From an optimization exercise on the open Yosys and OpenROAD flow, aimed at small area; shortcuts taken in it are not production practice.
Function was checked by simulation only, so behaviour that the tests miss may differ from the original.
Power and IR drop assume default switching activity.

== the reference run ==
==> flow/design.v (excerpt) <==
module pool_writeback #(
    parameter int ADDR_W = 16,
    parameter int DEPTH  = 4
) (
    input  logic              clk,
    input  logic              rst,
    input  logic              start,
    input  logic              layer1,
    input  logic [15:0]       out_cols,
    input  logic [15:0]       out_rows,
    input  logic [ADDR_W-1:0] base_addr,
    input  logic              in_valid,
    input  logic [255:0]      in_data,
    input  logic              in_end,
    output logic              mem_we,
    output logic [ADDR_W-1:0] mem_addr,
    output logic [255:0]      mem_wdata,
    input  logic              mem_ready,
    output logic              busy,
    output logic              done,
    output logic              short_frame,
    output logic              overflow
);
    localparam int NB = DEPTH - 1;           
    localparam int CW = $clog2(DEPTH + 1);   
    typedef enum logic [1:0] {IDLE, RUN, DRAIN, DONE} state_t;
    state_t state, state_nxt;
    logic              cfg_l1;
    logic [15:0]       cfg_cols, acol, arow;
  ...
Size: roughly 39000 µm² of cells after synthesis.
Settings: LEC_CHECK=0, CAP_MARGIN=20, CORE_MARGIN=2, CORE_UTILIZATION=60, CTS_BUF_LIST=sky130_fd_sc_hd__clkbuf_4, CTS_CLUSTER_DIAMETER=40, CTS_CLUSTER_SIZE=8, SLEW_MARGIN=20, SYNTH_HIERARCHICAL=1; clock period 10.0 ns.
run.sh (not shown) runs the stock make flow with config.mk's settings and CLKGATE_MAP_FILE= SYNTH_SCRIPT=/design/flow/synth_recipe.tcl, a recipe that flattens the netlist after the stock synthesis.
Changes in the trial run relative to the reference run:
# the reference run
export LEC_CHECK = 0
export CAP_MARGIN = 20
export CORE_MARGIN = 2
export CORE_UTILIZATION = 60
export CTS_BUF_LIST = sky130_fd_sc_hd__clkbuf_4
export CTS_CLUSTER_DIAMETER = 40
export CTS_CLUSTER_SIZE = 8
export SLEW_MARGIN = 20
export SYNTH_HIERARCHICAL = 1
create_clock -name core_clock -period 10.0 [get_ports {clk}]
# the trial run
export LEC_CHECK = 0
export CAP_MARGIN = 20
export CORE_MARGIN = 2
export CORE_UTILIZATION = 60
export SLEW_MARGIN = 20
export SYNTH_HIERARCHICAL = 1
create_clock -name core_clock -period 10.0 [get_ports {clk}]
==> flow/flow/run.sh (new file) <==
#!/bin/bash
# Own layout flow: the standard ORFS flow (standard synthesis unchanged),
# with two layout knobs changed:
#  * port buffers use the smallest buffer cell (buf_1) instead of the
#    resizer's default choice;
#  * clock tree built from small clock buffers, without dummy loads.
# Each tool's full output stays in orfs/logs/...; make's output in make.log.
set -euo pipefail
cd "$(dirname "$0")/.."
bash standard.sh \
  "BUFFER_PORTS_ARGS=-buffer_cell sky130_fd_sc_hd__buf_1" \
  "CTS_ARGS=-sink_clustering_enable -repair_clock_nets -dont_use_dummy_load -buf_list {sky130_fd_sc_hd__clkbuf_4} -sink_clustering_size 8 -sink_clustering_max_diameter 40" \
  finish > make.log 2>&1
==> flow/standard.sh (new file) <==
#!/bin/bash
# synth_recipe.tcl (not shown) runs the flow's synth.tcl, then flattens the netlist and writes it again
# the make line also repeats each setting of config.mk as NAME=value (left out here)
make -C /OpenROAD-flow-scripts/flow DESIGN_CONFIG=/design/flow/config.mk WORK_HOME=/design/flow/orfs CLKGATE_MAP_FILE= SYNTH_SCRIPT=/design/flow/synth_recipe.tcl "${@:-finish}"
removed: flow/run.sh
## What came out
The trial run ended with every stage complete and zero timing, DRC or antenna violations. Against the reference run, the trial run comes in 3.2 MHz higher on highest achievable clock rate. Looking at reg2reg setup slack across the trial run and the reference run, the one that comes out higher is the reference run. In the reports for the trial run and the reference run, the larger sequential share of layout area belongs to the trial run. Looking at cell at the slowest stage of the critical path, the sky130_fd_sc_hd__buf_4 result is from the trial run; the sky130_fd_sc_hd__inv_8 one comes from the reference run. Relative to the reference run, wire length has gone down in the trial run. Per the comparison of the trial run with the reference run, power shows a reduction of about 6.4%, global routing met3 resource utilization shows a reduction of 0.67 points, worst-case hold slack shows a reduction of 0.045 ns, tightest slew margin relative to the limit shows an increase of 2.6 points, clock-buffer cell count shows a reduction of 29.

* * *

Another version of the RTL of pool_writeback (not shown whole).
Size: about 3300 cells after synthesis, ~1100 flip-flops, roughly 590 I/O pins, ~40000 sq um of cells after synthesis.
## pool_writeback
module pool_writeback #(
    parameter int ADDR_W = 16,
    parameter int DEPTH  = 4
) (
    input  logic              clk,
    input  logic              rst,
    input  logic              start,
    input  logic              layer1,
    input  logic [15:0]       out_cols,
    input  logic [15:0]       out_rows,
    input  logic [ADDR_W-1:0] base_addr,
    input  logic              in_valid,
    input  logic [255:0]      in_data,
    input  logic              in_end,
    output logic              mem_we,
    output logic [ADDR_W-1:0] mem_addr,
    output logic [255:0]      mem_wdata,
    input  logic              mem_ready,
    output logic              busy,
    output logic              done,
    output logic              short_frame,
    output logic              overflow
);
    localparam int NB = DEPTH - 1;           
    localparam int CW = $clog2(DEPTH + 1);   
    typedef enum logic [1:0] {IDLE, RUN, DRAIN, DONE} state_t;
    state_t state, state_nxt;
    logic              cfg_l1;
    logic [15:0]       cfg_cols, acol, arow;
    logic              acc_done;
    logic [ADDR_W-1:0] addr;
    logic [CW-1:0]     cnt;
    logic [NB-1:0]     rd_oh, wr_oh;
    logic [255:0]      head;
    logic [255:0]      buf_q [NB];
    logic go, run, active, empty, full, pop, push, drop, last_xfer, drain_empty, end_hit;
    logic cnt_le1, cnt_eq1;
    logic head_in, head_buf, head_hold, buf_wr;
    logic acol_one, arow_one;
    assign go      = (state == IDLE) && start;
    assign run     = (state == RUN);
  ...
export LEC_CHECK = 0
export CAP_MARGIN = 20
export CORE_MARGIN = 2
export CORE_UTILIZATION = 40
export SLEW_MARGIN = 20
export SYNTH_HIERARCHICAL = 1
create_clock -name core_clock -period 10.0 [get_ports {clk}]
standard.sh (not shown) runs the stock make flow with config.mk's settings and CLKGATE_MAP_FILE= SYNTH_SCRIPT=/design/flow/synth_recipe.tcl, a recipe that flattens the netlist after the stock synthesis.
==> flow/flow/run.sh <==
#!/bin/bash
# Own layout flow: the standard ORFS flow (standard synthesis unchanged),
# with two layout knobs changed:
#  * port buffers use the smallest buffer cell (buf_1) instead of the
#    resizer's default choice;
#  * clock tree built from small clock buffers, without dummy loads.
# Each tool's full output stays in orfs/logs/...; make's output in make.log.
set -euo pipefail
cd "$(dirname "$0")/.."
bash standard.sh \
  "BUFFER_PORTS_ARGS=-buffer_cell sky130_fd_sc_hd__buf_1" \
  "CTS_ARGS=-sink_clustering_enable -repair_clock_nets -dont_use_dummy_load -buf_list {sky130_fd_sc_hd__clkbuf_4 sky130_fd_sc_hd__clkbuf_8}" \
  finish > make.log 2>&1
Edit:
==> flow/run.sh (new file) <==
#!/bin/bash
# synth_recipe.tcl (not shown) runs the flow's synth.tcl, then flattens the netlist and writes it again
# the make line also repeats each setting of config.mk as NAME=value (left out here)
make -C /OpenROAD-flow-scripts/flow DESIGN_CONFIG=/design/flow/config.mk WORK_HOME=/design/flow/orfs CLKGATE_MAP_FILE= SYNTH_SCRIPT=/design/flow/synth_recipe.tcl finish
removed: flow/flow/run.sh
removed: flow/standard.sh
=> The changed run went through all stages and came out clean. Total power goes up by about 14%. Routed wire length goes up by 1.9%. Cell area goes up by 12%. Area after synthesis does not change. Setup slack gets worse by 0.21 ns. Worst hold slack gets better by 0.059 ns. Clock skew goes down by 0.059 ns. Final cell count goes up by 0.90%. Die area is unchanged.

## port drivers added, routing unchanged
The flow's constraints put no driver on any port. The routed layouts listed below were extracted and timed again, unchanged, in two steps. Step 1 assumes that a clkbuf_16 drives the clock port and a buf_2 every other input. Step 2, shift: input delay + t, output delay - t, t = (earliest + latest rising clock arrival at the registers) / 2. This alone moves slack from input paths to output paths. Three values: ideal ports, drivers, drivers and shift; two values: the first two.
run	shift t [ns]	slack for setup (ns)	latest minus earliest clock arrival (ns)	worst slew at a driven data input, ns	pins driven straight from the clock port
the reference run	1.079	4.825 / 4.853 / 3.775	0.071 / 0.071	0.13	1
the trial run	1.065	4.910 / 4.952 / 3.888	0.085 / 0.085	0.15	1
the first run of note 2	0.852	5.072 / 5.112 / 4.261	0.099 / 0.099	0.12	1
the second run of note 2	0.756	4.865 / 4.888 / 4.132	0.030 / 0.030	0.14	1
After both steps every run listed still meets setup and hold. The setup slack of the reference run, which loses most, moves by +0.028 ns with the drivers and by -1.050 ns with both steps.
